This design comes from an exercise in tuning for small area and few clock cycles on the open sky130 flow, not from production work.
Only simulation tests tie the RTL to the original design; equivalence was not proved.
Power figures rest on the tool's default switching activity, not on a simulated workload.

## rev 12
Design multi_color_centroid_tracker, start of the top module:
module multi_color_centroid_tracker #(
  parameter int NUM_COLORS = 2,
  parameter int DATA_W     = 12,
  parameter int COORD_W    = 16,
  parameter int CNT_W      = 24,
  parameter int SUM_W      = 40,
  parameter int MIN_PIXELS = 64,
  localparam int SEL_W     = (NUM_COLORS > 1) ? $clog2(NUM_COLORS) : 1,
  localparam int C_W       = DATA_W / 3
) (
  input  logic                          iCLK,
  input  logic                          iRST,
  input  logic                          iEN,
  input  logic                          iFVAL,
  input  logic                          iDATA_VAL,
  input  logic [DATA_W-1:0]             iDATA,
  input  logic [COORD_W-1:0]            iX_Cont,
  input  logic [COORD_W-1:0]            iY_Cont,
  input  logic                          iCFG_WE,
  input  logic [SEL_W-1:0]              iCFG_SEL,
  input  logic [DATA_W-1:0]             iCFG_MEAN,
  input  logic [C_W-1:0]                iCFG_THRESH,
  output logic [NUM_COLORS-1:0]         oOBJ_VAL,
  output logic [NUM_COLORS*COORD_W-1:0] oX_POS,
  output logic [NUM_COLORS*COORD_W-1:0] oY_POS,
  output logic                          oDONE,
  output logic                          oBUSY,
  output logic                          oOVERRUN
);
Settings: LEC_CHECK=0, CAP_MARGIN=20, CORE_MARGIN=2, CORE_UTILIZATION=40, CTS_BUF_LIST=sky130_fd_sc_hd__clkbuf_8, CTS_CLUSTER_SIZE=20, SLEW_MARGIN=20; clock period 8.0 ns.
run.sh (not shown) runs the stock make flow with config.mk's settings and CLKGATE_MAP_FILE= SYNTH_SCRIPT=/design/flow/synth_recipe.tcl, a recipe that flattens the netlist after the stock synthesis.
Testbench counts of rev 12, summed over its fixed seeds: cycles 126,318.
The following lists how rev 13 was set up differently from rev 12:
- CTS_CLUSTER_SIZE no longer set, was 20
- CTS_BUF_LIST now sky130_fd_sc_hd__clkbuf_4, was sky130_fd_sc_hd__clkbuf_8
Results
Summary of rev 13 over rev 12: internal cell power went down by 2.3%, data required time at the worst endpoint has increased.
The buffer depth of the longest clock path on rev 13 is in line with that on rev 12.
Compared to rev 12, rev 13 has arrival time of data at the critical path endpoint 110 ps higher.
[compare] base=rev 12 new=rev 13: layout filler cell count has increased, total power has decreased.
Changes observed in rev 13 relative to rev 12: final setup skew picked up an extra 38 ps, post-layout worst setup margin picked up an extra 190 ps.
Status: area of the multi-input gates parity (rev 13, rev 12)
The clock buffer count from CTS in rev 12 is 0.64 times that in rev 13.

* * *

Another version of the RTL of multi_color_centroid_tracker (not shown whole).
Size: roughly 2300 cells after synthesis, roughly 500 flip-flops, ~140 I/O pins.
clock: 8.0 ns
lec_check: 0
cap_margin: 20
core_margin: 2
core_utilization: 40
gpl_timing_driven: 0
slew_margin: 20
standard.sh (not shown) runs the stock make flow with config.mk's settings and CLKGATE_MAP_FILE= SYNTH_SCRIPT=/design/flow/synth_recipe.tcl, a recipe that flattens the netlist after the stock synthesis.
==> flow/flow/run.sh <==
#!/bin/bash
# Standard layout with smaller port buffers and a leaner clock tree (no dummy loads).
set -euo pipefail
export BUFFER_PORTS_ARGS="-buffer_cell sky130_fd_sc_hd__buf_1"
export CTS_ARGS="-sink_clustering_enable -repair_clock_nets -dont_use_dummy_load -sink_clustering_size 16 -sink_clustering_max_diameter 60 -buf_list \"sky130_fd_sc_hd__clkbuf_8 sky130_fd_sc_hd__clkbuf_16\" -sink_clustering_buffer sky130_fd_sc_hd__clkbuf_8"
bash standard.sh > standard.log 2>&1
Testbench counts at the start, summed over its fixed seeds: cycles 126,318.
Rerun with:
--- a/flow/config.mk
+++ b/flow/config.mk
@@ -9,4 +9,3 @@
 export CORE_MARGIN = 2
-export CORE_UTILIZATION = 40
-export GPL_TIMING_DRIVEN = 0
+export CORE_UTILIZATION = 55
 export SLEW_MARGIN = 20
Result: Die area decreases by about 27%. Worst hold slack improved by 31 ps. Global-route usage increases by 3.0 points. First-iteration DRC count decreases by 15%. Clock-buffer cell count increases by 2. Non-clock buffer count decreases by 81. Worst setup slack improved by 220 ps. Power decreases by about 0.9%. Sequential share of layout area increases by 0.90 points.
Rerun with:
==> flow/flow/run.sh (replaced) <==
#!/bin/bash
# Standard layout with smaller port buffers and a leaner clock tree (no dummy loads).
set -euo pipefail
export BUFFER_PORTS_ARGS="-buffer_cell sky130_fd_sc_hd__buf_1"
export CTS_ARGS="-sink_clustering_enable -repair_clock_nets -dont_use_dummy_load -sink_clustering_size 30 -sink_clustering_max_diameter 80"
bash standard.sh > standard.log 2>&1
--- a/flow/config.mk
+++ b/flow/config.mk
@@ -9,3 +9,3 @@
 export CORE_MARGIN = 2
-export CORE_UTILIZATION = 55
+export CORE_UTILIZATION = 40
 export SLEW_MARGIN = 20
Outcome: Synthesized cell count is unchanged. Maximum frequency is about the same. Critical path depth grows by 1. Via count barely changes.
Rerun with:
==> flow/flow/run.sh (replaced) <==
#!/bin/bash
# Standard layout with smaller port buffers and a leaner clock tree (no dummy loads).
set -euo pipefail
export BUFFER_PORTS_ARGS="-buffer_cell sky130_fd_sc_hd__buf_1"
export CTS_ARGS="-sink_clustering_enable -repair_clock_nets -dont_use_dummy_load -sink_clustering_size 16 -sink_clustering_max_diameter 60 -buf_list \"sky130_fd_sc_hd__clkbuf_8 sky130_fd_sc_hd__clkbuf_16\" -sink_clustering_buffer sky130_fd_sc_hd__clkbuf_8"
bash standard.sh > standard.log 2>&1
Combinational power hardly moves.
Synthesized area is unchanged.
Non-clock buffer count stays the same.
Global-route usage climbs by 0.32 points.
Via count is higher by about 0.7%.
Total power drops by about 1.1%.
Worst setup slack is worse by 62 ps.
Critical path depth fell by 1.
Routed wire length rises by 0.89%.
Rerun with:
--- a/flow/flow/run.sh
+++ b/flow/flow/run.sh
@@ -1,3 +1,4 @@
 #!/bin/bash
-# Standard layout with smaller port buffers and a leaner clock tree (no dummy loads).
+# Standard layout with buf_1 port buffers and a clock tree of clkbuf_8 leaf buffers
+# (clusters of at most 16 sinks within 60 um) and no dummy loads.
 set -euo pipefail
The changed run finished clean.
Wire length is unchanged.
Synthesized area stays the same.
Total power stays the same.
Die area stays the same.
Maximum frequency is unchanged.
Clock skew is unchanged.
Sequential share of layout area is unchanged.
Worst setup slack does not change.
Hold slack is unchanged.
Flip-flop and latch count stays the same.
Clock-buffer cell count is unchanged.

[re-timing with driven ports]
Ports are ideal in the flow. The routed layouts listed here were re-timed in OpenROAD. Step 1 assumes that a clkbuf_16 drives the clock port and a buf_2 every other input. Step 2 moves the port delays by t, midway between the first and last clock arrival at a register: inputs arrive t later, outputs are due t later. That takes back most of the time a late clock gives input paths. a / b / c = ideal / step 1 / step 2; a / b = the first two.
run	t (ns)	setup WS [ns]	hold WS [ns]	worst data-port slew with drivers (ns)	pins driven straight from the clock port
rev 12	0.730	0.495 / 0.531 / -0.198	0.414 / 0.414 / 0.414	0.07	1
rev 13	1.002	0.687 / 0.721 / -0.281	0.393 / 0.393 / 0.393	0.07	1
the first run of note 2	0.591	0.237 / 0.277 / -0.315	0.385 / 0.385 / 0.385	0.12	1
the second run of note 2	0.597	0.454 / 0.496 / -0.101	0.416 / 0.416 / 0.416	0.08	1
the third run of note 2	0.619	0.462 / 0.501 / -0.118	0.422 / 0.422 / 0.422	0.08	1
the fourth run of note 2	0.590	0.400 / 0.439 / -0.150	0.403 / 0.403 / 0.403	0.08	1
the fifth run of note 2	0.590	0.400 / 0.439 / -0.150	0.403 / 0.403 / 0.403	0.08	1
Met with ideal ports but missed after step 2: setup timing in every run listed. The setup slack of rev 13, which loses most, moves by +0.034 ns with the drivers and by -0.968 ns with both steps.
